This design comes from an exercise in tuning for small area, a short achievable clock period and few clock cycles per item on the open sky130 flow, not from production work.
The RTL was checked by simulation tests, not by an equivalence proof against the original design.
Power is estimated from default activity; no workload was simulated.

$ cat flow/design.v
package skf_pkg;
  localparam int unsigned SampleW  = 16;
  localparam int unsigned EstW     = 32;
  localparam int unsigned CovW     = 32;
  localparam int unsigned FracW    = 24;
  localparam int unsigned CfgIdxW  = 2;
  localparam int unsigned CfgDataW = 32;
  localparam logic [CfgIdxW-1:0] CFG_PROCESS_NOISE      = 2'd0;
  localparam logic [CfgIdxW-1:0] CFG_MEASUREMENT_NOISE  = 2'd1;
  localparam logic [CfgIdxW-1:0] CFG_INITIAL_COVARIANCE = 2'd2;
  localparam logic [CovW-1:0] ProcessNoiseRst      = 32'd16777;
  localparam logic [CovW-1:0] MeasurementNoiseRst  = 32'd9110028;
  localparam logic [CovW-1:0] InitialCovarianceRst = 32'd335544;
endpackage
module skf_bk32 (
  input  logic [31:0] a,
  input  logic [31:0] b,
  input  logic ci,
  output logic [31:0] s,
  output logic co
);
  logic [31:0] p0, g0;
  assign p0 = a ^ b;
  assign g0 = a & b;
  logic gc0;
  assign gc0 = g0[0] | (p0[0] & ci);
  logic gg1, pp1;
  assign gg1 = g0[1] | (p0[1] & gc0);
  assign pp1 = p0[1] & p0[0];
  logic gg2, pp2;
  assign gg2 = g0[3] | (p0[3] & g0[2]);
  assign pp2 = p0[3] & p0[2];
  logic gg3, pp3;
  assign gg3 = g0[5] | (p0[5] & g0[4]);
  assign pp3 = p0[5] & p0[4];
  logic gg4, pp4;
  assign gg4 = g0[7] | (p0[7] & g0[6]);
  assign pp4 = p0[7] & p0[6];
  logic gg5, pp5;
  assign gg5 = g0[9] | (p0[9] & g0[8]);
  assign pp5 = p0[9] & p0[8];
  logic gg6, pp6;
  assign gg6 = g0[11] | (p0[11] & g0[10]);
  assign pp6 = p0[11] & p0[10];
  logic gg7, pp7;
  assign gg7 = g0[13] | (p0[13] & g0[12]);
  assign pp7 = p0[13] & p0[12];
  logic gg8, pp8;
  assign gg8 = g0[15] | (p0[15] & g0[14]);
  assign pp8 = p0[15] & p0[14];
  logic gg9, pp9;
  assign gg9 = g0[17] | (p0[17] & g0[16]);
  assign pp9 = p0[17] & p0[16];
  logic gg10, pp10;
  assign gg10 = g0[19] | (p0[19] & g0[18]);
  assign pp10 = p0[19] & p0[18];
  logic gg11, pp11;
  assign gg11 = g0[21] | (p0[21] & g0[20]);
  assign pp11 = p0[21] & p0[20];
  logic gg12, pp12;
  assign gg12 = g0[23] | (p0[23] & g0[22]);
  assign pp12 = p0[23] & p0[22];
  logic gg13, pp13;
  assign gg13 = g0[25] | (p0[25] & g0[24]);
  assign pp13 = p0[25] & p0[24];
  logic gg14, pp14;
  assign gg14 = g0[27] | (p0[27] & g0[26]);
  assign pp14 = p0[27] & p0[26];
  logic gg15, pp15;
  assign gg15 = g0[29] | (p0[29] & g0[28]);
  assign pp15 = p0[29] & p0[28];
  logic gg16, pp16;
  assign gg16 = g0[31] | (p0[31] & g0[30]);
  assign pp16 = p0[31] & p0[30];
  logic gg17, pp17;
  assign gg17 = gg2 | (pp2 & gg1);
  assign pp17 = pp2 & pp1;
  logic gg18, pp18;
  assign gg18 = gg4 | (pp4 & gg3);
  assign pp18 = pp4 & pp3;
  logic gg19, pp19;
  assign gg19 = gg6 | (pp6 & gg5);
  assign pp19 = pp6 & pp5;
  logic gg20, pp20;
  assign gg20 = gg8 | (pp8 & gg7);
  assign pp20 = pp8 & pp7;
  logic gg21, pp21;
  assign gg21 = gg10 | (pp10 & gg9);
  assign pp21 = pp10 & pp9;
  logic gg22, pp22;
  assign gg22 = gg12 | (pp12 & gg11);
  assign pp22 = pp12 & pp11;
  logic gg23, pp23;
  assign gg23 = gg14 | (pp14 & gg13);
  assign pp23 = pp14 & pp13;
  logic gg24, pp24;
  assign gg24 = gg16 | (pp16 & gg15);
  assign pp24 = pp16 & pp15;
  logic gg25, pp25;
  assign gg25 = gg18 | (pp18 & gg17);
  assign pp25 = pp18 & pp17;
  logic gg26, pp26;
  assign gg26 = gg20 | (pp20 & gg19);
  assign pp26 = pp20 & pp19;
  logic gg27, pp27;
  assign gg27 = gg22 | (pp22 & gg21);
  assign pp27 = pp22 & pp21;
  logic gg28, pp28;
  assign gg28 = gg24 | (pp24 & gg23);
  assign pp28 = pp24 & pp23;
  logic gg29, pp29;
  assign gg29 = gg26 | (pp26 & gg25);
  assign pp29 = pp26 & pp25;
  logic gg30, pp30;
  assign gg30 = gg28 | (pp28 & gg27);
  assign pp30 = pp28 & pp27;
  logic gg31, pp31;
  assign gg31 = gg30 | (pp30 & gg29);
  assign pp31 = pp30 & pp29;
  logic gg32, pp32;
  assign gg32 = gg27 | (pp27 & gg29);
  assign pp32 = pp27 & pp29;
  logic gg33, pp33;
  assign gg33 = gg19 | (pp19 & gg25);
  assign pp33 = pp19 & pp25;
  logic gg34, pp34;
  assign gg34 = gg21 | (pp21 & gg29);
  assign pp34 = pp21 & pp29;
  logic gg35, pp35;
  assign gg35 = gg23 | (pp23 & gg32);
  assign pp35 = pp23 & pp32;
  logic gg36, pp36;
  assign gg36 = gg3 | (pp3 & gg17);
  assign pp36 = pp3 & pp17;
  logic gg37, pp37;
  assign gg37 = gg5 | (pp5 & gg25);
  assign pp37 = pp5 & pp25;
  logic gg38, pp38;
  assign gg38 = gg7 | (pp7 & gg33);
  assign pp38 = pp7 & pp33;
  logic gg39, pp39;
  assign gg39 = gg9 | (pp9 & gg29);
  assign pp39 = pp9 & pp29;
  logic gg40, pp40;
  assign gg40 = gg11 | (pp11 & gg34);
  assign pp40 = pp11 & pp34;
  logic gg41, pp41;
  assign gg41 = gg13 | (pp13 & gg32);
  assign pp41 = pp13 & pp32;
  logic gg42, pp42;
  assign gg42 = gg15 | (pp15 & gg35);
  assign pp42 = pp15 & pp35;
  logic gg43, pp43;
  assign gg43 = g0[2] | (p0[2] & gg1);
  assign pp43 = p0[2] & pp1;
  logic gg44, pp44;
  assign gg44 = g0[4] | (p0[4] & gg17);
  assign pp44 = p0[4] & pp17;
  logic gg45, pp45;
  assign gg45 = g0[6] | (p0[6] & gg36);
  assign pp45 = p0[6] & pp36;
  logic gg46, pp46;
  assign gg46 = g0[8] | (p0[8] & gg25);
  assign pp46 = p0[8] & pp25;
  logic gg47, pp47;
  assign gg47 = g0[10] | (p0[10] & gg37);
  assign pp47 = p0[10] & pp37;
  logic gg48, pp48;
  assign gg48 = g0[12] | (p0[12] & gg33);
  assign pp48 = p0[12] & pp33;
  logic gg49, pp49;
  assign gg49 = g0[14] | (p0[14] & gg38);
  assign pp49 = p0[14] & pp38;
  logic gg50, pp50;
  assign gg50 = g0[16] | (p0[16] & gg29);
  assign pp50 = p0[16] & pp29;
  logic gg51, pp51;
  assign gg51 = g0[18] | (p0[18] & gg39);
  assign pp51 = p0[18] & pp39;
  logic gg52, pp52;
  assign gg52 = g0[20] | (p0[20] & gg34);
  assign pp52 = p0[20] & pp34;
  logic gg53, pp53;
  assign gg53 = g0[22] | (p0[22] & gg40);
  assign pp53 = p0[22] & pp40;
  logic gg54, pp54;
  assign gg54 = g0[24] | (p0[24] & gg32);
  assign pp54 = p0[24] & pp32;
  logic gg55, pp55;
  assign gg55 = g0[26] | (p0[26] & gg41);
  assign pp55 = p0[26] & pp41;
  logic gg56, pp56;
  assign gg56 = g0[28] | (p0[28] & gg35);
  assign pp56 = p0[28] & pp35;
  logic gg57, pp57;
  assign gg57 = g0[30] | (p0[30] & gg42);
  assign pp57 = p0[30] & pp42;
  logic [32:0] c;
  assign c[0] = ci;
  assign c[1] = gc0;
  assign c[2] = gg1;
  assign c[3] = gg43;
  assign c[4] = gg17;
  assign c[5] = gg44;
  assign c[6] = gg36;
  assign c[7] = gg45;
  assign c[8] = gg25;
  assign c[9] = gg46;
  assign c[10] = gg37;
  assign c[11] = gg47;
  assign c[12] = gg33;
  assign c[13] = gg48;
  assign c[14] = gg38;
  assign c[15] = gg49;
  assign c[16] = gg29;
  assign c[17] = gg50;
  assign c[18] = gg39;
  assign c[19] = gg51;
  assign c[20] = gg34;
  assign c[21] = gg52;
  assign c[22] = gg40;
  assign c[23] = gg53;
  assign c[24] = gg32;
  assign c[25] = gg54;
  assign c[26] = gg41;
  assign c[27] = gg55;
  assign c[28] = gg35;
  assign c[29] = gg56;
  assign c[30] = gg42;
  assign c[31] = gg57;
  assign c[32] = gg31;
  assign s  = p0 ^ c[31:0];
  assign co = c[32];
endmodule
module skf_bk34 (
  input  logic [33:0] a,
  input  logic [33:0] b,
  input  logic ci,
  output logic [33:0] s,
  output logic co
);
  logic [33:0] p0, g0;
  assign p0 = a ^ b;
  assign g0 = a & b;
  logic gc0;
  assign gc0 = g0[0] | (p0[0] & ci);
  logic gg1, pp1;
  assign gg1 = g0[1] | (p0[1] & gc0);
  assign pp1 = p0[1] & p0[0];
  logic gg2, pp2;
  assign gg2 = g0[3] | (p0[3] & g0[2]);
  assign pp2 = p0[3] & p0[2];
  logic gg3, pp3;
  assign gg3 = g0[5] | (p0[5] & g0[4]);
  assign pp3 = p0[5] & p0[4];
  logic gg4, pp4;
  assign gg4 = g0[7] | (p0[7] & g0[6]);
  assign pp4 = p0[7] & p0[6];
  logic gg5, pp5;
  assign gg5 = g0[9] | (p0[9] & g0[8]);
  assign pp5 = p0[9] & p0[8];
  logic gg6, pp6;
  assign gg6 = g0[11] | (p0[11] & g0[10]);
  assign pp6 = p0[11] & p0[10];
  logic gg7, pp7;
  assign gg7 = g0[13] | (p0[13] & g0[12]);
  assign pp7 = p0[13] & p0[12];
  logic gg8, pp8;
  assign gg8 = g0[15] | (p0[15] & g0[14]);
  assign pp8 = p0[15] & p0[14];
  logic gg9, pp9;
  assign gg9 = g0[17] | (p0[17] & g0[16]);
  assign pp9 = p0[17] & p0[16];
  logic gg10, pp10;
  assign gg10 = g0[19] | (p0[19] & g0[18]);
  assign pp10 = p0[19] & p0[18];
  logic gg11, pp11;
  assign gg11 = g0[21] | (p0[21] & g0[20]);
  assign pp11 = p0[21] & p0[20];
  logic gg12, pp12;
  assign gg12 = g0[23] | (p0[23] & g0[22]);
  assign pp12 = p0[23] & p0[22];
  logic gg13, pp13;
  assign gg13 = g0[25] | (p0[25] & g0[24]);
  assign pp13 = p0[25] & p0[24];
  logic gg14, pp14;
  assign gg14 = g0[27] | (p0[27] & g0[26]);
  assign pp14 = p0[27] & p0[26];
  logic gg15, pp15;
  assign gg15 = g0[29] | (p0[29] & g0[28]);
  assign pp15 = p0[29] & p0[28];
  logic gg16, pp16;
  assign gg16 = g0[31] | (p0[31] & g0[30]);
  assign pp16 = p0[31] & p0[30];
  logic gg17, pp17;
  assign gg17 = g0[33] | (p0[33] & g0[32]);
  assign pp17 = p0[33] & p0[32];
  logic gg18, pp18;
  assign gg18 = gg2 | (pp2 & gg1);
  assign pp18 = pp2 & pp1;
  logic gg19, pp19;
  assign gg19 = gg4 | (pp4 & gg3);
  assign pp19 = pp4 & pp3;
  logic gg20, pp20;
  assign gg20 = gg6 | (pp6 & gg5);
  assign pp20 = pp6 & pp5;
  logic gg21, pp21;
  assign gg21 = gg8 | (pp8 & gg7);
  assign pp21 = pp8 & pp7;
  logic gg22, pp22;
  assign gg22 = gg10 | (pp10 & gg9);
  assign pp22 = pp10 & pp9;
  logic gg23, pp23;
  assign gg23 = gg12 | (pp12 & gg11);
  assign pp23 = pp12 & pp11;
  logic gg24, pp24;
  assign gg24 = gg14 | (pp14 & gg13);
  assign pp24 = pp14 & pp13;
  logic gg25, pp25;
  assign gg25 = gg16 | (pp16 & gg15);
  assign pp25 = pp16 & pp15;
  logic gg26, pp26;
  assign gg26 = gg19 | (pp19 & gg18);
  assign pp26 = pp19 & pp18;
  logic gg27, pp27;
  assign gg27 = gg21 | (pp21 & gg20);
  assign pp27 = pp21 & pp20;
  logic gg28, pp28;
  assign gg28 = gg23 | (pp23 & gg22);
  assign pp28 = pp23 & pp22;
  logic gg29, pp29;
  assign gg29 = gg25 | (pp25 & gg24);
  assign pp29 = pp25 & pp24;
  logic gg30, pp30;
  assign gg30 = gg27 | (pp27 & gg26);
  assign pp30 = pp27 & pp26;
  logic gg31, pp31;
  assign gg31 = gg29 | (pp29 & gg28);
  assign pp31 = pp29 & pp28;
  logic gg32, pp32;
  assign gg32 = gg31 | (pp31 & gg30);
  assign pp32 = pp31 & pp30;
  logic gg33, pp33;
  assign gg33 = gg28 | (pp28 & gg30);
  assign pp33 = pp28 & pp30;
  logic gg34, pp34;
  assign gg34 = gg20 | (pp20 & gg26);
  assign pp34 = pp20 & pp26;
  logic gg35, pp35;
  assign gg35 = gg22 | (pp22 & gg30);
  assign pp35 = pp22 & pp30;
  logic gg36, pp36;
  assign gg36 = gg24 | (pp24 & gg33);
  assign pp36 = pp24 & pp33;
  logic gg37, pp37;
  assign gg37 = gg3 | (pp3 & gg18);
  assign pp37 = pp3 & pp18;
  logic gg38, pp38;
  assign gg38 = gg5 | (pp5 & gg26);
  assign pp38 = pp5 & pp26;
  logic gg39, pp39;
  assign gg39 = gg7 | (pp7 & gg34);
  assign pp39 = pp7 & pp34;
  logic gg40, pp40;
  assign gg40 = gg9 | (pp9 & gg30);
  assign pp40 = pp9 & pp30;
  logic gg41, pp41;
  assign gg41 = gg11 | (pp11 & gg35);
  assign pp41 = pp11 & pp35;
  logic gg42, pp42;
  assign gg42 = gg13 | (pp13 & gg33);
  assign pp42 = pp13 & pp33;
  logic gg43, pp43;
  assign gg43 = gg15 | (pp15 & gg36);
  assign pp43 = pp15 & pp36;
  logic gg44, pp44;
  assign gg44 = gg17 | (pp17 & gg32);
  assign pp44 = pp17 & pp32;
  logic gg45, pp45;
  assign gg45 = g0[2] | (p0[2] & gg1);
  assign pp45 = p0[2] & pp1;
  logic gg46, pp46;
  assign gg46 = g0[4] | (p0[4] & gg18);
  assign pp46 = p0[4] & pp18;
  logic gg47, pp47;
  assign gg47 = g0[6] | (p0[6] & gg37);
  assign pp47 = p0[6] & pp37;
  logic gg48, pp48;
  assign gg48 = g0[8] | (p0[8] & gg26);
  assign pp48 = p0[8] & pp26;
  logic gg49, pp49;
  assign gg49 = g0[10] | (p0[10] & gg38);
  assign pp49 = p0[10] & pp38;
  logic gg50, pp50;
  assign gg50 = g0[12] | (p0[12] & gg34);
  assign pp50 = p0[12] & pp34;
  logic gg51, pp51;
  assign gg51 = g0[14] | (p0[14] & gg39);
  assign pp51 = p0[14] & pp39;
  logic gg52, pp52;
  assign gg52 = g0[16] | (p0[16] & gg30);
  assign pp52 = p0[16] & pp30;
  logic gg53, pp53;
  assign gg53 = g0[18] | (p0[18] & gg40);
  assign pp53 = p0[18] & pp40;
  logic gg54, pp54;
  assign gg54 = g0[20] | (p0[20] & gg35);
  assign pp54 = p0[20] & pp35;
  logic gg55, pp55;
  assign gg55 = g0[22] | (p0[22] & gg41);
  assign pp55 = p0[22] & pp41;
  logic gg56, pp56;
  assign gg56 = g0[24] | (p0[24] & gg33);
  assign pp56 = p0[24] & pp33;
  logic gg57, pp57;
  assign gg57 = g0[26] | (p0[26] & gg42);
  assign pp57 = p0[26] & pp42;
  logic gg58, pp58;
  assign gg58 = g0[28] | (p0[28] & gg36);
  assign pp58 = p0[28] & pp36;
  logic gg59, pp59;
  assign gg59 = g0[30] | (p0[30] & gg43);
  assign pp59 = p0[30] & pp43;
  logic gg60, pp60;
  assign gg60 = g0[32] | (p0[32] & gg32);
  assign pp60 = p0[32] & pp32;
  logic [34:0] c;
  assign c[0] = ci;
  assign c[1] = gc0;
  assign c[2] = gg1;
  assign c[3] = gg45;
  assign c[4] = gg18;
  assign c[5] = gg46;
  assign c[6] = gg37;
  assign c[7] = gg47;
  assign c[8] = gg26;
  assign c[9] = gg48;
  assign c[10] = gg38;
  assign c[11] = gg49;
  assign c[12] = gg34;
  assign c[13] = gg50;
  assign c[14] = gg39;
  assign c[15] = gg51;
  assign c[16] = gg30;
  assign c[17] = gg52;
  assign c[18] = gg40;
  assign c[19] = gg53;
  assign c[20] = gg35;
  assign c[21] = gg54;
  assign c[22] = gg41;
  assign c[23] = gg55;
  assign c[24] = gg33;
  assign c[25] = gg56;
  assign c[26] = gg42;
  assign c[27] = gg57;
  assign c[28] = gg36;
  assign c[29] = gg58;
  assign c[30] = gg43;
  assign c[31] = gg59;
  assign c[32] = gg32;
  assign c[33] = gg60;
  assign c[34] = gg44;
  assign s  = p0 ^ c[33:0];
  assign co = c[34];
endmodule
module skf_bk35 (
  input  logic [34:0] a,
  input  logic [34:0] b,
  input  logic ci,
  output logic [34:0] s,
  output logic co
);
  logic [34:0] p0, g0;
  assign p0 = a ^ b;
  assign g0 = a & b;
  logic gc0;
  assign gc0 = g0[0] | (p0[0] & ci);
  logic gg1, pp1;
  assign gg1 = g0[1] | (p0[1] & gc0);
  assign pp1 = p0[1] & p0[0];
  logic gg2, pp2;
  assign gg2 = g0[3] | (p0[3] & g0[2]);
  assign pp2 = p0[3] & p0[2];
  logic gg3, pp3;
  assign gg3 = g0[5] | (p0[5] & g0[4]);
  assign pp3 = p0[5] & p0[4];
  logic gg4, pp4;
  assign gg4 = g0[7] | (p0[7] & g0[6]);
  assign pp4 = p0[7] & p0[6];
  logic gg5, pp5;
  assign gg5 = g0[9] | (p0[9] & g0[8]);
  assign pp5 = p0[9] & p0[8];
  logic gg6, pp6;
  assign gg6 = g0[11] | (p0[11] & g0[10]);
  assign pp6 = p0[11] & p0[10];
  logic gg7, pp7;
  assign gg7 = g0[13] | (p0[13] & g0[12]);
  assign pp7 = p0[13] & p0[12];
  logic gg8, pp8;
  assign gg8 = g0[15] | (p0[15] & g0[14]);
  assign pp8 = p0[15] & p0[14];
  logic gg9, pp9;
  assign gg9 = g0[17] | (p0[17] & g0[16]);
  assign pp9 = p0[17] & p0[16];
  logic gg10, pp10;
  assign gg10 = g0[19] | (p0[19] & g0[18]);
  assign pp10 = p0[19] & p0[18];
  logic gg11, pp11;
  assign gg11 = g0[21] | (p0[21] & g0[20]);
  assign pp11 = p0[21] & p0[20];
  logic gg12, pp12;
  assign gg12 = g0[23] | (p0[23] & g0[22]);
  assign pp12 = p0[23] & p0[22];
  logic gg13, pp13;
  assign gg13 = g0[25] | (p0[25] & g0[24]);
  assign pp13 = p0[25] & p0[24];
  logic gg14, pp14;
  assign gg14 = g0[27] | (p0[27] & g0[26]);
  assign pp14 = p0[27] & p0[26];
  logic gg15, pp15;
  assign gg15 = g0[29] | (p0[29] & g0[28]);
  assign pp15 = p0[29] & p0[28];
  logic gg16, pp16;
  assign gg16 = g0[31] | (p0[31] & g0[30]);
  assign pp16 = p0[31] & p0[30];
  logic gg17, pp17;
  assign gg17 = g0[33] | (p0[33] & g0[32]);
  assign pp17 = p0[33] & p0[32];
  logic gg18, pp18;
  assign gg18 = gg2 | (pp2 & gg1);
  assign pp18 = pp2 & pp1;
  logic gg19, pp19;
  assign gg19 = gg4 | (pp4 & gg3);
  assign pp19 = pp4 & pp3;
  logic gg20, pp20;
  assign gg20 = gg6 | (pp6 & gg5);
  assign pp20 = pp6 & pp5;
  logic gg21, pp21;
  assign gg21 = gg8 | (pp8 & gg7);
  assign pp21 = pp8 & pp7;
  logic gg22, pp22;
  assign gg22 = gg10 | (pp10 & gg9);
  assign pp22 = pp10 & pp9;
  logic gg23, pp23;
  assign gg23 = gg12 | (pp12 & gg11);
  assign pp23 = pp12 & pp11;
  logic gg24, pp24;
  assign gg24 = gg14 | (pp14 & gg13);
  assign pp24 = pp14 & pp13;
  logic gg25, pp25;
  assign gg25 = gg16 | (pp16 & gg15);
  assign pp25 = pp16 & pp15;
  logic gg26, pp26;
  assign gg26 = gg19 | (pp19 & gg18);
  assign pp26 = pp19 & pp18;
  logic gg27, pp27;
  assign gg27 = gg21 | (pp21 & gg20);
  assign pp27 = pp21 & pp20;
  logic gg28, pp28;
  assign gg28 = gg23 | (pp23 & gg22);
  assign pp28 = pp23 & pp22;
  logic gg29, pp29;
  assign gg29 = gg25 | (pp25 & gg24);
  assign pp29 = pp25 & pp24;
  logic gg30, pp30;
  assign gg30 = gg27 | (pp27 & gg26);
  assign pp30 = pp27 & pp26;
  logic gg31, pp31;
  assign gg31 = gg29 | (pp29 & gg28);
  assign pp31 = pp29 & pp28;
  logic gg32, pp32;
  assign gg32 = gg31 | (pp31 & gg30);
  assign pp32 = pp31 & pp30;
  logic gg33, pp33;
  assign gg33 = gg28 | (pp28 & gg30);
  assign pp33 = pp28 & pp30;
  logic gg34, pp34;
  assign gg34 = gg20 | (pp20 & gg26);
  assign pp34 = pp20 & pp26;
  logic gg35, pp35;
  assign gg35 = gg22 | (pp22 & gg30);
  assign pp35 = pp22 & pp30;
  logic gg36, pp36;
  assign gg36 = gg24 | (pp24 & gg33);
  assign pp36 = pp24 & pp33;
  logic gg37, pp37;
  assign gg37 = gg3 | (pp3 & gg18);
  assign pp37 = pp3 & pp18;
  logic gg38, pp38;
  assign gg38 = gg5 | (pp5 & gg26);
  assign pp38 = pp5 & pp26;
  logic gg39, pp39;
  assign gg39 = gg7 | (pp7 & gg34);
  assign pp39 = pp7 & pp34;
  logic gg40, pp40;
  assign gg40 = gg9 | (pp9 & gg30);
  assign pp40 = pp9 & pp30;
  logic gg41, pp41;
  assign gg41 = gg11 | (pp11 & gg35);
  assign pp41 = pp11 & pp35;
  logic gg42, pp42;
  assign gg42 = gg13 | (pp13 & gg33);
  assign pp42 = pp13 & pp33;
  logic gg43, pp43;
  assign gg43 = gg15 | (pp15 & gg36);
  assign pp43 = pp15 & pp36;
  logic gg44, pp44;
  assign gg44 = gg17 | (pp17 & gg32);
  assign pp44 = pp17 & pp32;
  logic gg45, pp45;
  assign gg45 = g0[2] | (p0[2] & gg1);
  assign pp45 = p0[2] & pp1;
  logic gg46, pp46;
  assign gg46 = g0[4] | (p0[4] & gg18);
  assign pp46 = p0[4] & pp18;
  logic gg47, pp47;
  assign gg47 = g0[6] | (p0[6] & gg37);
  assign pp47 = p0[6] & pp37;
  logic gg48, pp48;
  assign gg48 = g0[8] | (p0[8] & gg26);
  assign pp48 = p0[8] & pp26;
  logic gg49, pp49;
  assign gg49 = g0[10] | (p0[10] & gg38);
  assign pp49 = p0[10] & pp38;
  logic gg50, pp50;
  assign gg50 = g0[12] | (p0[12] & gg34);
  assign pp50 = p0[12] & pp34;
  logic gg51, pp51;
  assign gg51 = g0[14] | (p0[14] & gg39);
  assign pp51 = p0[14] & pp39;
  logic gg52, pp52;
  assign gg52 = g0[16] | (p0[16] & gg30);
  assign pp52 = p0[16] & pp30;
  logic gg53, pp53;
  assign gg53 = g0[18] | (p0[18] & gg40);
  assign pp53 = p0[18] & pp40;
  logic gg54, pp54;
  assign gg54 = g0[20] | (p0[20] & gg35);
  assign pp54 = p0[20] & pp35;
  logic gg55, pp55;
  assign gg55 = g0[22] | (p0[22] & gg41);
  assign pp55 = p0[22] & pp41;
  logic gg56, pp56;
  assign gg56 = g0[24] | (p0[24] & gg33);
  assign pp56 = p0[24] & pp33;
  logic gg57, pp57;
  assign gg57 = g0[26] | (p0[26] & gg42);
  assign pp57 = p0[26] & pp42;
  logic gg58, pp58;
  assign gg58 = g0[28] | (p0[28] & gg36);
  assign pp58 = p0[28] & pp36;
  logic gg59, pp59;
  assign gg59 = g0[30] | (p0[30] & gg43);
  assign pp59 = p0[30] & pp43;
  logic gg60, pp60;
  assign gg60 = g0[32] | (p0[32] & gg32);
  assign pp60 = p0[32] & pp32;
  logic gg61, pp61;
  assign gg61 = g0[34] | (p0[34] & gg44);
  assign pp61 = p0[34] & pp44;
  logic [35:0] c;
  assign c[0] = ci;
  assign c[1] = gc0;
  assign c[2] = gg1;
  assign c[3] = gg45;
  assign c[4] = gg18;
  assign c[5] = gg46;
  assign c[6] = gg37;
  assign c[7] = gg47;
  assign c[8] = gg26;
  assign c[9] = gg48;
  assign c[10] = gg38;
  assign c[11] = gg49;
  assign c[12] = gg34;
  assign c[13] = gg50;
  assign c[14] = gg39;
  assign c[15] = gg51;
  assign c[16] = gg30;
  assign c[17] = gg52;
  assign c[18] = gg40;
  assign c[19] = gg53;
  assign c[20] = gg35;
  assign c[21] = gg54;
  assign c[22] = gg41;
  assign c[23] = gg55;
  assign c[24] = gg33;
  assign c[25] = gg56;
  assign c[26] = gg42;
  assign c[27] = gg57;
  assign c[28] = gg36;
  assign c[29] = gg58;
  assign c[30] = gg43;
  assign c[31] = gg59;
  assign c[32] = gg32;
  assign c[33] = gg60;
  assign c[34] = gg44;
  assign c[35] = gg61;
  assign s  = p0 ^ c[34:0];
  assign co = c[35];
endmodule
module skf_bk36 (
  input  logic [35:0] a,
  input  logic [35:0] b,
  input  logic ci,
  output logic [35:0] s,
  output logic co
);
  logic [35:0] p0, g0;
  assign p0 = a ^ b;
  assign g0 = a & b;
  logic gc0;
  assign gc0 = g0[0] | (p0[0] & ci);
  logic gg1, pp1;
  assign gg1 = g0[1] | (p0[1] & gc0);
  assign pp1 = p0[1] & p0[0];
  logic gg2, pp2;
  assign gg2 = g0[3] | (p0[3] & g0[2]);
  assign pp2 = p0[3] & p0[2];
  logic gg3, pp3;
  assign gg3 = g0[5] | (p0[5] & g0[4]);
  assign pp3 = p0[5] & p0[4];
  logic gg4, pp4;
  assign gg4 = g0[7] | (p0[7] & g0[6]);
  assign pp4 = p0[7] & p0[6];
  logic gg5, pp5;
  assign gg5 = g0[9] | (p0[9] & g0[8]);
  assign pp5 = p0[9] & p0[8];
  logic gg6, pp6;
  assign gg6 = g0[11] | (p0[11] & g0[10]);
  assign pp6 = p0[11] & p0[10];
  logic gg7, pp7;
  assign gg7 = g0[13] | (p0[13] & g0[12]);
  assign pp7 = p0[13] & p0[12];
  logic gg8, pp8;
  assign gg8 = g0[15] | (p0[15] & g0[14]);
  assign pp8 = p0[15] & p0[14];
  logic gg9, pp9;
  assign gg9 = g0[17] | (p0[17] & g0[16]);
  assign pp9 = p0[17] & p0[16];
  logic gg10, pp10;
  assign gg10 = g0[19] | (p0[19] & g0[18]);
  assign pp10 = p0[19] & p0[18];
  logic gg11, pp11;
  assign gg11 = g0[21] | (p0[21] & g0[20]);
  assign pp11 = p0[21] & p0[20];
  logic gg12, pp12;
  assign gg12 = g0[23] | (p0[23] & g0[22]);
  assign pp12 = p0[23] & p0[22];
  logic gg13, pp13;
  assign gg13 = g0[25] | (p0[25] & g0[24]);
  assign pp13 = p0[25] & p0[24];
  logic gg14, pp14;
  assign gg14 = g0[27] | (p0[27] & g0[26]);
  assign pp14 = p0[27] & p0[26];
  logic gg15, pp15;
  assign gg15 = g0[29] | (p0[29] & g0[28]);
  assign pp15 = p0[29] & p0[28];
  logic gg16, pp16;
  assign gg16 = g0[31] | (p0[31] & g0[30]);
  assign pp16 = p0[31] & p0[30];
  logic gg17, pp17;
  assign gg17 = g0[33] | (p0[33] & g0[32]);
  assign pp17 = p0[33] & p0[32];
  logic gg18, pp18;
  assign gg18 = g0[35] | (p0[35] & g0[34]);
  assign pp18 = p0[35] & p0[34];
  logic gg19, pp19;
  assign gg19 = gg2 | (pp2 & gg1);
  assign pp19 = pp2 & pp1;
  logic gg20, pp20;
  assign gg20 = gg4 | (pp4 & gg3);
  assign pp20 = pp4 & pp3;
  logic gg21, pp21;
  assign gg21 = gg6 | (pp6 & gg5);
  assign pp21 = pp6 & pp5;
  logic gg22, pp22;
  assign gg22 = gg8 | (pp8 & gg7);
  assign pp22 = pp8 & pp7;
  logic gg23, pp23;
  assign gg23 = gg10 | (pp10 & gg9);
  assign pp23 = pp10 & pp9;
  logic gg24, pp24;
  assign gg24 = gg12 | (pp12 & gg11);
  assign pp24 = pp12 & pp11;
  logic gg25, pp25;
  assign gg25 = gg14 | (pp14 & gg13);
  assign pp25 = pp14 & pp13;
  logic gg26, pp26;
  assign gg26 = gg16 | (pp16 & gg15);
  assign pp26 = pp16 & pp15;
  logic gg27, pp27;
  assign gg27 = gg18 | (pp18 & gg17);
  assign pp27 = pp18 & pp17;
  logic gg28, pp28;
  assign gg28 = gg20 | (pp20 & gg19);
  assign pp28 = pp20 & pp19;
  logic gg29, pp29;
  assign gg29 = gg22 | (pp22 & gg21);
  assign pp29 = pp22 & pp21;
  logic gg30, pp30;
  assign gg30 = gg24 | (pp24 & gg23);
  assign pp30 = pp24 & pp23;
  logic gg31, pp31;
  assign gg31 = gg26 | (pp26 & gg25);
  assign pp31 = pp26 & pp25;
  logic gg32, pp32;
  assign gg32 = gg29 | (pp29 & gg28);
  assign pp32 = pp29 & pp28;
  logic gg33, pp33;
  assign gg33 = gg31 | (pp31 & gg30);
  assign pp33 = pp31 & pp30;
  logic gg34, pp34;
  assign gg34 = gg33 | (pp33 & gg32);
  assign pp34 = pp33 & pp32;
  logic gg35, pp35;
  assign gg35 = gg30 | (pp30 & gg32);
  assign pp35 = pp30 & pp32;
  logic gg36, pp36;
  assign gg36 = gg21 | (pp21 & gg28);
  assign pp36 = pp21 & pp28;
  logic gg37, pp37;
  assign gg37 = gg23 | (pp23 & gg32);
  assign pp37 = pp23 & pp32;
  logic gg38, pp38;
  assign gg38 = gg25 | (pp25 & gg35);
  assign pp38 = pp25 & pp35;
  logic gg39, pp39;
  assign gg39 = gg27 | (pp27 & gg34);
  assign pp39 = pp27 & pp34;
  logic gg40, pp40;
  assign gg40 = gg3 | (pp3 & gg19);
  assign pp40 = pp3 & pp19;
  logic gg41, pp41;
  assign gg41 = gg5 | (pp5 & gg28);
  assign pp41 = pp5 & pp28;
  logic gg42, pp42;
  assign gg42 = gg7 | (pp7 & gg36);
  assign pp42 = pp7 & pp36;
  logic gg43, pp43;
  assign gg43 = gg9 | (pp9 & gg32);
  assign pp43 = pp9 & pp32;
  logic gg44, pp44;
  assign gg44 = gg11 | (pp11 & gg37);
  assign pp44 = pp11 & pp37;
  logic gg45, pp45;
  assign gg45 = gg13 | (pp13 & gg35);
  assign pp45 = pp13 & pp35;
  logic gg46, pp46;
  assign gg46 = gg15 | (pp15 & gg38);
  assign pp46 = pp15 & pp38;
  logic gg47, pp47;
  assign gg47 = gg17 | (pp17 & gg34);
  assign pp47 = pp17 & pp34;
  logic gg48, pp48;
  assign gg48 = g0[2] | (p0[2] & gg1);
  assign pp48 = p0[2] & pp1;
  logic gg49, pp49;
  assign gg49 = g0[4] | (p0[4] & gg19);
  assign pp49 = p0[4] & pp19;
  logic gg50, pp50;
  assign gg50 = g0[6] | (p0[6] & gg40);
  assign pp50 = p0[6] & pp40;
  logic gg51, pp51;
  assign gg51 = g0[8] | (p0[8] & gg28);
  assign pp51 = p0[8] & pp28;
  logic gg52, pp52;
  assign gg52 = g0[10] | (p0[10] & gg41);
  assign pp52 = p0[10] & pp41;
  logic gg53, pp53;
  assign gg53 = g0[12] | (p0[12] & gg36);
  assign pp53 = p0[12] & pp36;
  logic gg54, pp54;
  assign gg54 = g0[14] | (p0[14] & gg42);
  assign pp54 = p0[14] & pp42;
  logic gg55, pp55;
  assign gg55 = g0[16] | (p0[16] & gg32);
  assign pp55 = p0[16] & pp32;
  logic gg56, pp56;
  assign gg56 = g0[18] | (p0[18] & gg43);
  assign pp56 = p0[18] & pp43;
  logic gg57, pp57;
  assign gg57 = g0[20] | (p0[20] & gg37);
  assign pp57 = p0[20] & pp37;
  logic gg58, pp58;
  assign gg58 = g0[22] | (p0[22] & gg44);
  assign pp58 = p0[22] & pp44;
  logic gg59, pp59;
  assign gg59 = g0[24] | (p0[24] & gg35);
  assign pp59 = p0[24] & pp35;
  logic gg60, pp60;
  assign gg60 = g0[26] | (p0[26] & gg45);
  assign pp60 = p0[26] & pp45;
  logic gg61, pp61;
  assign gg61 = g0[28] | (p0[28] & gg38);
  assign pp61 = p0[28] & pp38;
  logic gg62, pp62;
  assign gg62 = g0[30] | (p0[30] & gg46);
  assign pp62 = p0[30] & pp46;
  logic gg63, pp63;
  assign gg63 = g0[32] | (p0[32] & gg34);
  assign pp63 = p0[32] & pp34;
  logic gg64, pp64;
  assign gg64 = g0[34] | (p0[34] & gg47);
  assign pp64 = p0[34] & pp47;
  logic [36:0] c;
  assign c[0] = ci;
  assign c[1] = gc0;
  assign c[2] = gg1;
  assign c[3] = gg48;
  assign c[4] = gg19;
  assign c[5] = gg49;
  assign c[6] = gg40;
  assign c[7] = gg50;
  assign c[8] = gg28;
  assign c[9] = gg51;
  assign c[10] = gg41;
  assign c[11] = gg52;
  assign c[12] = gg36;
  assign c[13] = gg53;
  assign c[14] = gg42;
  assign c[15] = gg54;
  assign c[16] = gg32;
  assign c[17] = gg55;
  assign c[18] = gg43;
  assign c[19] = gg56;
  assign c[20] = gg37;
  assign c[21] = gg57;
  assign c[22] = gg44;
  assign c[23] = gg58;
  assign c[24] = gg35;
  assign c[25] = gg59;
  assign c[26] = gg45;
  assign c[27] = gg60;
  assign c[28] = gg38;
  assign c[29] = gg61;
  assign c[30] = gg46;
  assign c[31] = gg62;
  assign c[32] = gg34;
  assign c[33] = gg63;
  assign c[34] = gg47;
  assign c[35] = gg64;
  assign c[36] = gg39;
  assign s  = p0 ^ c[35:0];
  assign co = c[36];
endmodule
module scalar_kalman_filter (
  input  logic                          clk_i,
  input  logic                          rst_ni,
  input  logic                          sample_valid_i,
  output logic                          sample_ready_o,
  input  logic [skf_pkg::SampleW-1:0]   sample_i,
  output logic                          estimate_valid_o,
  input  logic                          estimate_ready_i,
  output logic [skf_pkg::EstW-1:0]      estimate_o,
  input  logic                          cfg_valid_i,
  output logic                          cfg_ready_o,
  input  logic [skf_pkg::CfgIdxW-1:0]   cfg_index_i,
  input  logic [skf_pkg::CfgDataW-1:0]  cfg_data_i
);
  logic [31:0] q_q, r_q, p_q;
  logic [31:0] x_q;
  logic        out_valid_q;
  logic        bvalid_q;
  logic [15:0] b_q;
  localparam int S_IDLE = 0, S_DEN = 1, S_DIV = 2, S_ACC = 3, S_FIN = 4;
  logic [4:0]  pst_q;
  logic [3:0]  pcnt_q;
  logic [31:0] pp_q, den_q, rem_q;
  logic [24:0] qr_q;
  logic [34:0] a_q;        
  logic [20:0] us_q, uc_q;  
  logic        zero_q;
  logic        qvalid_q;    
  logic        conv_q;      
  logic        chk_q;       
  localparam logic [1:0] X_IDLE = 2'd0, X_MUL = 2'd1, X_FIN = 2'd2;
  logic [1:0]  xst_q;
  logic        xstep_q;     
  logic [32:0] d_q;
  logic [20:0] bsel_q;      
  logic        xfin_q;      
  logic [37:0] as_q, ac_q;  
  logic [11:0] ls_q, lc_q;  
  logic        cp_q;        
  logic [33:0] alu_a, alu_b, alu_s;
  logic [31:0] alu_sat;
  logic        alu_ci;
  logic [33:0] f_a, f_b, f_c, f_s, f_c2;
  assign f_a  = {2'b00, pp_q};
  assign f_b  = ~{2'b00, us_q, a_q[34:24]};
  assign f_c  = ~{2'b00, uc_q, 11'd0};
  assign f_s  = f_a ^ f_b ^ f_c;
  assign f_c2 = {((f_a[32:0] & f_b[32:0]) | (f_a[32:0] & f_c[32:0]) | (f_b[32:0] & f_c[32:0])), 1'b1};
  assign alu_a  = ({34{pst_q[S_IDLE]}} & {2'b00, p_q}) |
                  ({34{pst_q[S_DEN]}}  & {2'b00, pp_q}) |
                  ({34{pst_q[S_FIN]}}  & f_s);
  assign alu_b  = ({34{pst_q[S_IDLE]}} & {2'b00, q_q}) |
                  ({34{pst_q[S_DEN]}}  & {2'b00, r_q}) |
                  ({34{pst_q[S_FIN]}}  & f_c2);
  assign alu_ci = pst_q[S_FIN] & (a_q[23:0] == 24'd0);
  skf_bk34 u_palu (.a(alu_a), .b(alu_b), .ci(alu_ci), .s(alu_s), .co());
  assign alu_sat = alu_s[32] ? 32'hFFFF_FFFF : alu_s[31:0];
  logic int_bit, zero_n;
  assign zero_n  = (pp_q == 32'd0) && (r_q == 32'd0);
  assign int_bit = ((r_q == 32'd0) || (pp_q == 32'hFFFF_FFFF)) && !zero_n;
  logic peq, start;
  assign peq   = chk_q && (den_q == p_q);
  assign start = pst_q[S_IDLE] && bvalid_q && !qvalid_q && !conv_q && !peq;
  logic [33:0] rem4;
  logic [34:0] s1, s2, s3, t_x, t_y, t_z, t_s, t_c;
  logic [35:0] t_sum;
  logic [1:0]  qd;
  logic [31:0] rem_n;
  assign rem4  = {rem_q, 2'b00};
  skf_bk35 u_s1 (.a({1'b0, rem4}), .b(~{3'b000, den_q}), .ci(1'b1), .s(s1), .co());
  skf_bk35 u_s2 (.a({1'b0, rem4}), .b(~{2'b00, den_q, 1'b0}), .ci(1'b1), .s(s2), .co());
  assign t_x   = {1'b0, rem4};
  assign t_y   = ~{2'b00, den_q, 1'b0};
  assign t_z   = ~{3'b000, den_q};
  assign t_s   = t_x ^ t_y ^ t_z;
  assign t_c   = (t_x & t_y) | (t_x & t_z) | (t_y & t_z);
  skf_bk36 u_s3 (.a({t_s, 1'b1}), .b({t_c[33:0], 2'b11}), .ci(1'b0), .s(t_sum), .co());
  assign s3    = t_sum[35:1];
  always_comb begin
    if (zero_q)        begin qd = 2'd0; rem_n = rem4[31:0]; end
    else if (!s3[34])  begin qd = 2'd3; rem_n = s3[31:0];   end
    else if (!s2[34])  begin qd = 2'd2; rem_n = s2[31:0];   end
    else if (!s1[34])  begin qd = 2'd1; rem_n = s1[31:0];   end
    else               begin qd = 2'd0; rem_n = rem4[31:0]; end
  end
  logic [34:0] ax, ay, az, as_, ac;
  logic [35:0] alo;
  assign ax  = {a_q[32:0], 2'b00};
  assign ay  = qr_q[1] ? {2'b00, pp_q, 1'b0} : 35'd0;
  assign az  = qr_q[0] ? {3'b000, pp_q} : 35'd0;
  assign as_ = ax ^ ay ^ az;
  assign ac  = (ax & ay) | (ax & az) | (ay & az);
  skf_bk36 u_alo (.a({1'b0, as_}), .b({ac, 1'b0}), .ci(1'b0), .s(alo), .co());
  logic        kready, fin_ok, dload;
  logic [32:0] r_s, r_c;
  logic        r_cy;
  logic [32:0] dl_a, dl_b, dl_c, dl_d, dl_s1, dl_c1, dl_s2, dl_c2;
  logic [33:0] dl_sum;
  logic [31:0] xa_s, xa_c;
  logic [31:0] x_n;
  assign kready = qvalid_q || conv_q;
  assign fin_ok = !out_valid_q || estimate_ready_i;
  assign dload  = bvalid_q && kready &&
                  ((xst_q == X_IDLE) || (xfin_q && fin_ok));
  logic [12:0] lowsum;
  assign lowsum = {1'b0, ls_q} + {1'b0, lc_q} + {12'd0, cp_q};
  assign r_s  = xfin_q ? as_q[32:0] : 33'd0;
  assign r_c  = xfin_q ? ac_q[32:0] : 33'd0;
  assign r_cy = xfin_q & lowsum[12];
  assign dl_a  = {b_q[15], b_q, 16'h0000};
  assign dl_b  = ~{x_q[31], x_q};
  assign dl_c  = ~r_s;
  assign dl_d  = ~r_c;
  assign dl_s1 = dl_a ^ dl_b ^ dl_c;
  assign dl_c1 = {((dl_a[31:0] & dl_b[31:0]) | (dl_a[31:0] & dl_c[31:0]) | (dl_b[31:0] & dl_c[31:0])), 1'b1};
  assign dl_s2 = dl_s1 ^ dl_c1 ^ dl_d;
  assign dl_c2 = {((dl_s1[31:0] & dl_c1[31:0]) | (dl_s1[31:0] & dl_d[31:0]) | (dl_c1[31:0] & dl_d[31:0])), 1'b1};
  skf_bk34 u_dadd (.a({1'b0, dl_s2}), .b({1'b0, dl_c2}), .ci(!r_cy), .s(dl_sum), .co());
  assign xa_s = x_q ^ as_q[31:0] ^ ac_q[31:0];
  assign xa_c = {((x_q[30:0] & as_q[30:0]) | (x_q[30:0] & ac_q[30:0]) | (as_q[30:0] & ac_q[30:0])), 1'b0};
  skf_bk32 u_xadd (.a(xa_s), .b(xa_c), .ci(lowsum[12]), .s(x_n), .co());
  function automatic logic [20:0] booth7(input logic [13:0] k, input logic km1);
    logic [14:0] kk;
    kk = {k, km1};
    for (int i = 0; i < 7; i++) begin
      booth7[3*i+2] = kk[2*i+2] && !(kk[2*i+1] && kk[2*i]);
      booth7[3*i+1] = (kk[2*i+2] && !kk[2*i+1] && !kk[2*i]) ||
                      (!kk[2*i+2] && kk[2*i+1] && kk[2*i]);
      booth7[3*i]   = kk[2*i+1] ^ kk[2*i];
    end
  endfunction
  logic [20:0] bsel_lo, bsel_hi;
  always_comb begin
    bsel_lo = booth7({2'b00, qr_q[11:0]}, 1'b0);
    bsel_lo[20:18] = 3'b000;
    bsel_hi = booth7({1'b0, qr_q[24:12]}, qr_q[11]);
  end
  localparam int MW = 50;
  logic [MW-1:0] dw, pp [7];
  logic [6:0]    pneg;
  logic [MW-1:0] m_as, m_ac;
  logic [MW-1:0] l1as, l1ac, l1bs, l1bc, l1cs, l1cc, l2as, l2ac, l2bs, l2bc;
  logic [MW-1:0] l3s, l3c, vs, vc;
  function automatic logic [MW-1:0] csa_s(input logic [MW-1:0] a, b, c);
    csa_s = a ^ b ^ c;
  endfunction
  function automatic logic [MW-1:0] csa_c(input logic [MW-1:0] a, b, c, input logic cin);
    csa_c = {((a[MW-2:0] & b[MW-2:0]) | (a[MW-2:0] & c[MW-2:0]) | (b[MW-2:0] & c[MW-2:0])), cin};
  endfunction
  always_comb begin
    dw = {{(MW-33){d_q[32]}}, d_q};
    for (int i = 0; i < 7; i++) begin
      logic [MW-1:0] m;
      m = ({MW{bsel_q[3*i]}} & dw) | ({MW{bsel_q[3*i+1]}} & {dw[MW-2:0], 1'b0});
      m = m ^ {MW{bsel_q[3*i+2]}};
      pneg[i] = bsel_q[3*i+2];
      pp[i] = (m << (2*i)) | ({MW{pneg[i]}} & ((MW'(1) << (2*i)) - MW'(1)));
    end
    m_as = xstep_q ? {{(MW-38){as_q[37]}}, as_q} : '0;
    m_ac = xstep_q ? {{(MW-38){ac_q[37]}}, ac_q} : '0;
    l1as = csa_s(m_as, m_ac, pp[0]);   l1ac = csa_c(m_as, m_ac, pp[0], pneg[0]);
    l1bs = csa_s(pp[1], pp[2], pp[3]); l1bc = csa_c(pp[1], pp[2], pp[3], pneg[1]);
    l1cs = csa_s(pp[4], pp[5], pp[6]); l1cc = csa_c(pp[4], pp[5], pp[6], pneg[2]);
    l2as = csa_s(l1as, l1ac, l1bs);    l2ac = csa_c(l1as, l1ac, l1bs, pneg[3]);
    l2bs = csa_s(l1bc, l1cs, l1cc);    l2bc = csa_c(l1bc, l1cs, l1cc, pneg[4]);
    l3s  = csa_s(l2as, l2ac, l2bs);    l3c  = csa_c(l2as, l2ac, l2bs, pneg[5]);
    vs   = csa_s(l3s, l3c, l2bc);      vc   = csa_c(l3s, l3c, l2bc, pneg[6]);
  end
  always_ff @(posedge clk_i or negedge rst_ni) begin
    if (!rst_ni) begin
      q_q         <= skf_pkg::ProcessNoiseRst;
      r_q         <= skf_pkg::MeasurementNoiseRst;
      p_q         <= skf_pkg::InitialCovarianceRst;
      x_q         <= '0;
      out_valid_q <= 1'b0;
      bvalid_q    <= 1'b0;
      pst_q       <= 5'b00001;
      pcnt_q      <= '0;
      qvalid_q    <= 1'b0;
      conv_q      <= 1'b0;
      chk_q       <= 1'b0;
      xst_q       <= X_IDLE;
      xfin_q      <= 1'b0;
      xstep_q     <= 1'b0;
    end else begin
      if (sample_valid_i && !bvalid_q) bvalid_q <= 1'b1;
      else if (dload)                  bvalid_q <= 1'b0;
      chk_q <= pst_q[S_FIN];
      if (peq) conv_q <= 1'b1;
      if (start) pst_q <= 5'b00010;
      if (pst_q[S_DEN]) begin
        pst_q  <= 5'b00100;
        pcnt_q <= '0;
      end
      if (pst_q[S_DIV]) begin
        pcnt_q <= pcnt_q + 4'd1;
        if (pcnt_q == 4'd11) begin
          pst_q    <= 5'b01000;
          qvalid_q <= 1'b1;
        end
      end
      if (pst_q[S_ACC]) pst_q <= 5'b10000;
      if (pst_q[S_FIN]) begin
        pst_q <= 5'b00001;
        p_q   <= alu_s[31:0];
      end
      if (dload && !(pst_q[S_DIV] && pcnt_q == 4'd11)) qvalid_q <= 1'b0;
      unique case (xst_q)
        X_IDLE: if (dload) begin xst_q <= X_MUL; xstep_q <= 1'b0; end
        X_MUL: begin
          xstep_q <= 1'b1;
          if (xstep_q) begin
            xst_q  <= X_FIN;
            xfin_q <= 1'b1;
          end
        end
        X_FIN: if (fin_ok) begin
          xfin_q  <= 1'b0;
          x_q     <= x_n;
          xst_q   <= dload ? X_MUL : X_IDLE;
          xstep_q <= 1'b0;
        end
        default: xst_q <= X_IDLE;
      endcase
      if (xst_q == X_FIN && fin_ok) out_valid_q <= 1'b1;
      else if (estimate_ready_i)     out_valid_q <= 1'b0;
      if (cfg_valid_i) begin
        unique case (cfg_index_i)
          skf_pkg::CFG_PROCESS_NOISE:      q_q <= cfg_data_i;
          skf_pkg::CFG_MEASUREMENT_NOISE:  r_q <= cfg_data_i;
          skf_pkg::CFG_INITIAL_COVARIANCE: p_q <= cfg_data_i;
          default: ;
        endcase
        if (cfg_index_i != 2'd3) begin
          conv_q   <= 1'b0;
          qvalid_q <= 1'b0;
        end
      end
    end
  end
  always_ff @(posedge clk_i) begin
    if (sample_valid_i && !bvalid_q) b_q <= sample_i;
    if (pst_q[S_IDLE]) pp_q <= alu_sat;
    if (pst_q[S_DEN]) begin
      den_q  <= alu_sat;
      zero_q <= zero_n;
    end else if (pst_q[S_FIN]) begin
      den_q  <= p_q;
    end
    rem_q <= pst_q[S_DEN] ? (int_bit ? 32'd0 : pp_q) : rem_n;
    if (pst_q[S_DEN])      qr_q <= {24'd0, int_bit};
    else if (pst_q[S_DIV]) qr_q <= {qr_q[22:0], qd};
    if (pst_q[S_DEN]) begin
      a_q  <= '0;
      us_q <= '0;
      uc_q <= '0;
    end else begin
      a_q  <= alo[34:0];
      us_q <= {us_q[18:0], a_q[34:33]};
      uc_q <= {uc_q[18:0], 1'b0, alo[35]};
    end
    if (dload) begin
      d_q    <= dl_sum[32:0];
      bsel_q <= bsel_lo;
    end else begin
      bsel_q <= bsel_hi;
    end
    if (xst_q == X_MUL) begin
      as_q <= vs[49:12];
      ac_q <= vc[49:12];
      ls_q <= vs[11:0];
      lc_q <= vc[11:0];
      cp_q <= xstep_q & lowsum[12];
    end
  end
  assign sample_ready_o   = !bvalid_q;
  assign cfg_ready_o      = 1'b1;
  assign estimate_valid_o = out_valid_q;
  assign estimate_o       = x_q;
endmodule
$ cat flow/run.sh
#!/bin/bash
# synth_recipe.tcl (not shown) runs the flow's synth.tcl, then flattens the netlist and writes it again
# the make line also repeats each setting of config.mk as NAME=value (left out here)
make -C /OpenROAD-flow-scripts/flow DESIGN_CONFIG=/design/flow/config.mk WORK_HOME=/design/flow/orfs CLKGATE_MAP_FILE= SYNTH_SCRIPT=/design/flow/synth_recipe.tcl finish
$ cat flow/config.mk
export PLATFORM = sky130hd
export DESIGN_NAME = scalar_kalman_filter
export DESIGN_NICKNAME = scalar_kalman_filter
export VERILOG_FILES = /design/flow/design.v
export SDC_FILE = /design/flow/constraint.sdc
export NUM_CORES = 4
export LEC_CHECK = 0
export ABC_AREA = 1
export CAP_MARGIN = 20
export CORE_MARGIN = 2
export CORE_UTILIZATION = 40
export SETUP_SLACK_MARGIN = 1.1
export SLEW_MARGIN = 20
$ cat flow/constraint.sdc
create_clock -name core_clock -period 5.0 [get_ports {clk_i}]
set_input_delay 1.0000 -clock core_clock [delete_from_list [all_inputs] [get_ports {clk_i}]]
set_output_delay 1.0000 -clock core_clock [all_outputs]
set_load 0.01 [all_outputs]
==> reports/metrics.yaml, run 1 <==
skew_ns: 0.0264
timing.final.crit_share_pct: 77.3
totalWireLength_um: 130000
met2WireLength_um: 64800
slew_headroom_pct: 26.8
die_w_um: 342
cp_top_family: "adder cells"
die_y_um: 342
dr_total_vias: 35300
ant_nets: 0
place.gp.congestion: 0.895
rsz0062_at_grt: "yes"
vdd_drop_max_mv: 0.438
cts-root-buf: "clkbuf_16"
holdBufCountCts: 0
cap_violations: 0
firstDrtPassIters: 6
core-area_um2: 114000
crit_arrival_ns: 4.39
synth_top_cell_by_area: "fa_1"
path_max_fanout: 3
yosys_warnings: 2
criticalPathCategory: "flip-flop to flip-flop"
initial_core_util_pct: 40.2
ys_seq_area_share_pct: 28.2
antenna_found_initial: 2
grt_pass1_vias: 35900
cp_slowest_cell: "edfxtp_1"
cpMostUsedCell: "nand2_2"
max_freq_mhz: 259
synthTopCellsByCount: "1066 x nand2_1, 921 x inv_1, 550 x fa_1"
final_layout_size_suffix_gt1_share_pct: 9.27
slew_viol_final: 0
cp-start-kind: "flip-flop"
dp_cells: 6579
fp-row-count: 124
synth_top_area_share_pct: 24.0
hpwl_um: 95700
hold_viol: 0
ys_ff_latch: 501
cts_tree: "yes"
hold_slack_ns: 0.402
synth.area.top_cells: "fa_1 24%, edfxtp_1 14%, nand2_1 8.7%"
setup_viol: 0
finalCriticalPeriod_ns: 3.86
num_io_pins: 90
grt.total_usage_pct: 22.1
synth_edf_count: 212
critical_path_buf_inv_count: 2
htree_levels: 3
worstHoldPathType: "input pin to asynchronous set/reset pin"
synthCells: 5143
numCtsBuffers: 66
cts.sinks: 501
power_w: 0.0298
port_buffers: 88
yosysMostFrequentCell: "nand2_1"
wl_per_cell_um: 19.1
met1_length_um: 53000
crit_path_end_kind: "flip-flop"
yosysUniqueCellTypes: 58
clk_transition_reported_paths_ns: 0.06
insertion_delay_ns: 0.65
avgSynthCellArea_um2: 8.90
slowest_delay_ns: 0.41
required_ns: 5.53
grt_pass1_wl_um: 204000
grt_max_degree: 85
final_util_pct: 45.6
layout.nets: 6121
dr.max_layer_used: "met5"
grt_overflow: 0
viasPerCell: 5.19
n_fill_cell: 11000
area_delta_synth_final_pct: 13.4
fin_cells: 6797
async_reset_ff_share_pct: 29.1
status: "finished clean"
drt_iter0_markers: 2875
ys.flop_type: "edfxtp_1"
drc: 0
setup_tns_ns: 0
synth_nets: 6034
leakagePower_nw: 25.3
p_per_area_nw_per_um2: 573
synth_area_um2: 45800
worst-slew-pin-transition_ns: 1.10
met3_wirelength_um: 7230
die-area_um2: 117000
clock_path_buffers: 3
[layer usage]
layer  up-vias  track usage (%)
li1      16500                -
met1     17300             28.1
met2      1136             38.6
met3       279             2.84
met4         2             8.02
met5         -                0
[registers in the layout, indices dropped and copies added, names as in the netlist, 2 cells and up]
register  flops
ac_q         37
d_q          33
qr_q         25
p_q          32
uc_q         11
q_q          32
us_q         21
a_q          35
x_q          32
pst_q         5
ls_q         12
pp_q         32
den_q        32
pcnt_q        4
r_q          32
xst_q         2
rem_q        32
bsel_q       20
as_q         36
b_q          16
lc_q         11
[cells in the final DEF, fill, tap and decap left out, types with 13 or more instances in the layout]
cell type | synthesis | routed
nor4_1 | 21 | 19
xor2_1 | 271 | 269
clkdlybuf4s50_1 | 0 | 87
nand2_2 | 7 | 27
nand3b_2 | 21 | 14
fa_1 | 550 | 536
inv_1 | 921 | 895
clkbuf_16 | 0 | 70
xnor2_1 | 60 | 56
dfstp_2 | 23 | 22
fa_2 | 0 | 14
o22ai_1 | 244 | 244
o211ai_1 | 38 | 38
buf_4 | 8 | 131
inv_2 | 8 | 21
nand3_1 | 118 | 107
o21ai_0 | 207 | 197
nor3_1 | 14 | 14
a31oi_1 | 17 | 17
a21oi_1 | 140 | 133
edfxtp_1 | 212 | 212
clkbuf_1 | 170 | 18
o21ai_1 | 26 | 26
nand2_1 | 1066 | 1038
clkinv_2 | 0 | 13
a31o_2 | 13 | 13
dfxtp_1 | 143 | 135
nor2_1 | 256 | 249
clkinvlp_4 | 0 | 15
ha_1 | 286 | 276
dfrtp_1 | 123 | 118
nand4_1 | 33 | 33
[cell type report]
type	instances	area [µm²]	share of cell area [%]
clock buffer	93	1870	3.59
clock inverter	29	298	0.573
multi-input combinational	3480	29000	55.9
sequential	501	12900	24.9
timing repair buffer	245	2360	4.53
inverter	933	3550	6.84
timing repair inverter	3	22.5	0.0434
tap	1512	1890	3.64
antenna	1	2.50	0.00482
[through the flow]
step                      area [µm²]  setup slack, ns
after floorplan                45800             1.10
after global placement         48200            0.468
after detailed placement       48200            0.419
after CTS                      50900            0.931
after global routing           51900            0.879
final                          52000             1.14
[path summary, 6_finish.rpt]
path                            slack [ns]                from             endpoint  depth (start not counted)
worst max-delay path                  1.14   lc_q[5]$_DFFE_PP_  x_q[31]$_DFFE_PN0P_                         27
worst min-delay path                  0.40              rst_ni   x_q[7]$_DFFE_PN0P_                          1
worst max register to register        1.14   lc_q[5]$_DFFE_PP_  x_q[31]$_DFFE_PN0P_                         27
worst min register to register        0.43  a_q[33]$_SDFF_PP0_   us_q[0]$_SDFF_PP0_                          2
max in group asynchronous             3.59              rst_ni    p_q[26]$_DFF_PN0_                          2
min in group core_clock               0.43  a_q[33]$_SDFF_PP0_   us_q[0]$_SDFF_PP0_                          2
[repair_timing]
action | 4_1_cts | 5_1_grt
resized for setup | 68 | 111
gates cloned | 2 | 5
setup endpoints to repair | 125 | 113
setup buffers | 24 | 64
pin swaps | 26 | 42
[cells by family (layout without fill, tap and decap cells)]
| kind of cell | Yosys count | in the layout | synth area share (%) |
|---|---|---|---|
| and+or+nand+nor | 1554 | 1554 | 14.0 |
| buffers and inverters | 1162 | 1303 | 9.76 |
| adders and majority gates | 836 | 836 | 31.9 |
| AOI/OAI and AO/OA | 758 | 758 | 9.89 |
| DFF | 501 | 501 | 28.2 |
| xor gates and xnor gates | 331 | 331 | 6.33 |
| other | 1 | 2 | 0.00819 |
[report_power, final]
part	internal (W)	switching, W
clock network	0.00275	0.00207
registers	0.00636	0.000826
logic	0.00784	0.00992
Testbench counts, summed over its fixed seeds: cycles 38,079, items 4,800.
==> inputs of run 2 (changes only) <==
--- a/flow/config.mk
+++ b/flow/config.mk
@@ -10,4 +10,4 @@
 export CORE_MARGIN = 2
 export CORE_UTILIZATION = 40
-export SETUP_SLACK_MARGIN = 1.1
+export SETUP_SLACK_MARGIN = 1.3
 export SLEW_MARGIN = 20
==> run 2 against run 1 <==
  * Global-route usage rose by 0.83 points
  * Clock skew rose by 0.00055 ns
  * Worst setup slack improved by 0.021 ns
  * Clock power up 4%
  * Non-clock buffer count up 43
  * Register-to-register slack improved by 0.02 ns
  * Total power grew 3.8%
  * Clock-buffer cell count up 1
==> reports/metrics.yaml, run 2 <==
setup_viol: 0  # unchanged
synth_xor_area_share_pct: 6.33  # unchanged
reg2reg_to: "x_q[31]$_DFFE_PN0P_"
final.setup.worst_slack_ns: 1.16  # +0.0205 ns
met1_length_um: 55400  # +4.5%
p_per_area_nw_per_um2: 580  # +1.2%
synthAdderAreaFrac_pct: 31.9  # unchanged
die_w_um: 342  # unchanged
clk_transition_reported_paths_ns: 0.06  # about the same
synth_top_area_share_pct: 24.0  # unchanged
slowest_delay_ns: 0.41  # about the same
met2WireLength_um: 66100  # +2.1%
crit_arrival_ns: 4.38  # about the same
power_w: 0.0309  # +3.8%
required_ns: 5.53  # about the same
num_io_pins: 90  # unchanged
avgSynthCellArea_um2: 8.90  # unchanged
cts_tree: "yes"
final_layout_size_suffix_gt1_share_pct: 12.3  # +3.0 points
setup_tns_ns: 0  # unchanged
worst-slew-pin-transition_ns: 1.12  # +0.0285 ns
cts.sinks: 501  # unchanged
synth_edf_count: 212  # unchanged
synth_top_family_by_area: "adder cells"
numCtsBuffers: 67  # +1.5%
firstDrtPassIters: 8  # +2
initial_core_util_pct: 40.2  # unchanged
slew_headroom_pct: 24.9  # -1.9 points
ys_ff_latch: 501  # unchanged
dr_total_vias: 35800  # +1.6%
reg_top3: "ac_q x37, as_q x36, a_q x35"
vdd_drop_max_mv: 0.456  # +4.1%
htree_levels: 3  # unchanged
cp_slowest_cell: "edfxtp_1"
wl_per_cell_um: 19.7  # +3.0%
synthMuxAreaShare_pct: 0  # unchanged
path_max_fanout: 3  # unchanged
crit_path_end_kind: "flip-flop"
core-area_um2: 114000  # unchanged
timing.final.crit_share_pct: 76.9  # -0.41 points
final_common_cell: "nand2_1"
hold_slack_ns: 0.351  # -0.0506 ns
grt_pass1_vias: 36500  # +1.7%
holdBufCountCts: 0  # unchanged
dr.max_layer_used: "met4"
synth_area_um2: 45800  # unchanged
r2r_cells: 27  # unchanged
synth_top_cell_by_area: "fa_1"
grt_max_degree: 97  # +14%
hold_viol: 0  # unchanged
synth_nets: 6034  # unchanged
ant_nets: 0  # unchanged
cpMostUsedCell: "nand2_4"
largest_register_ffs: 37  # unchanged
worstHoldPathType: "input pin to asynchronous set/reset pin"
synthCells: 5143  # unchanged
die_y_um: 342  # unchanged
die-area_um2: 117000  # unchanged
port_buffers: 88  # unchanged
status: "finished clean"
met3_wirelength_um: 7580  # +4.8%
grt_pass1_wl_um: 209000  # +2.8%
leakagePower_nw: 25.6  # +1.2%
area_delta_synth_final_pct: 16.4
regMostFlops: "ac_q"
final_cell_mix: "1014 x nand2_1, 868 x inv_1, 522 x fa_1"
drc: 0  # unchanged
finalCriticalPeriod_ns: 3.84  # -0.0205 ns
yosys_warnings: 2  # unchanged
insertion_delay_ns: 0.65  # about the same
multi_input_area_um2: 29700  # +2.3%
criticalPathCategory: "flip-flop to flip-flop"
synth.area.top_cells: "fa_1 24%, edfxtp_1 14%, nand2_1 8.7%"
r2r_slack_ns: 1.16  # +0.02 ns
cp-start-kind: "flip-flop"
antenna_found_initial: 0  # -2
yosysMostFrequentCell: "nand2_1"
layout.nets: 6166  # +0.74%
synth-simple-area-share_pct: 14.0  # unchanged
n_fill_cell: 10900  # -1.3%
grt_overflow: 0  # unchanged
async_reset_ff_share_pct: 29.1  # unchanged
cap_violations: 0  # unchanged
ys.flop_type: "edfxtp_1"
viasPerCell: 5.24  # +0.93%
totalWireLength_um: 135000  # +3.7%
yosysUniqueCellTypes: 58  # unchanged
drt_iter0_markers: 2972  # +3.4%
grt.total_usage_pct: 23.0  # +0.83 points
place.gp.congestion: 0.894  # about the same
hpwl_um: 97400  # +1.7%
synth-compound-area-share_pct: 9.89  # unchanged
cts-root-buf: "clkbuf_16"
ys_seq_area_share_pct: 28.2  # unchanged
slew_viol_final: 0  # unchanged
fp-row-count: 124  # unchanged
critical_path_buf_inv_count: 2  # unchanged
r2r-start: "ls_q[7]$_DFFE_PP_"
clock_path_buffers: 3  # unchanged
skew_ns: 0.0270  # +0.000547 ns
place_ws_ns: 0.583  # +0.164 ns
synthTopCellsByCount: "1066 x nand2_1, 921 x inv_1, 550 x fa_1"
rsz0062_at_grt: "yes"
register_area_um2: 13000  # +0.14%
max_freq_mhz: 260  # +0.53%
cp_top_family: "adder cells"
run 2: how the worst max path moves through the flow:
| stage | slack [ns] | endpoint | depth (start not counted) | startpoint |
|---|---|---|---|---|
| floorplan | 1.26 | den_q[27]$_DFFE_PP_ | 19 | pst_q[0]$_DFF_PN1_ |
| global placement | 0.61 | x_q[31]$_DFFE_PN0P_ | 27 | ls_q[7]$_DFFE_PP_ |
| detailed placement | 0.58 | x_q[31]$_DFFE_PN0P_ | 27 | lc_q[5]$_DFFE_PP_ |
| CTS | 1.07 | x_q[31]$_DFFE_PN0P_ | 27 | ls_q[5]$_DFFE_PP_ |
| global route | 0.96 | x_q[31]$_DFFE_PN0P_ | 27 | ls_q[5]$_DFFE_PP_ |
| finish | 1.16 | x_q[31]$_DFFE_PN0P_ | 27 | ls_q[7]$_DFFE_PP_ |
run 2: final cells by class:
type	count	area share [%]
inverter	933	6.79
clock inverter	29	0.606
timing repair inverter	4	0.0563
clock buffer	94	3.59
timing repair buffer	288	5.38
antenna	1	0.00469
sequential	501	24.3
multi-input combinational	3480	55.7
tap	1512	3.55
run 2: cells by family (layout without fill, tap and decap cells):
logic type,after synthesis,count (layout)
AOI/OAI and AO/OA,758,758
xor gates and xnor gates,331,331
adders and majority gates,836,836
buffers and inverters,1162,1348
DFF,501,501
other,1,2
and+or+nand+nor,1554,1554
run 2: report_power, final:
| part | switching (W) | internal, W |
|---|---|---|
| Clock | 0.00205 | 0.00295 |
| Combinational | 0.0104 | 0.00825 |
| Sequential | 0.000858 | 0.00636 |
| Total | 0.0133 | 0.0176 |
run 2: timing repair:
item                                    4_1_cts  5_1_grt
hold endpoints to repair                      0        0
pin swaps                                    44       86
gates resized for setup                     135      222
endpoints found under the setup margin      224      195
cloned                                        6        3
buffers inserted                             61       75
run 2: per-stage QoR:
step                instances  instance area (µm²)  util [%]
floorplan                5143                46000         -
global placement         6573                48300      42.4
detailed placement       6573                48300      42.4
CTS                      6763                51700      45.4
global route             6841                53300      46.8
finish                   6842                53300      46.8
run 2: routing by layer:
layer | track usage, % | vias up
li1 | - | 16600
met1 | 29.4 | 17700
met2 | 39.3 | 1205
met3 | 2.88 | 277
met4 | 9.48 | 0
met5 | 0 | -

## port drivers added, routing unchanged
No port has a modelled driver above. Below, the same layouts with a new extraction and two added sets of constraints. Step 1, drivers: a clkbuf_16 drives clk_i and a buf_2 each remaining input, both assumed. Step 2 adds t to the input delays and takes it off the output delays; t is the mean of the earliest and latest rising clock arrival at the registers after step 1. Input paths then give back, and output paths get back, about the clock's delay inside the block. Three values: no drivers, after step 1, after step 2; two values: the first two.
run	t (ns)	setup WS [ns]	worst slew at a driven data input, ns
run 1	0.699	1.135 / 1.135 / 1.135	0.07
run 2	0.710	1.156 / 1.156 / 1.156	0.05
After both steps setup and hold are still met in every run listed.
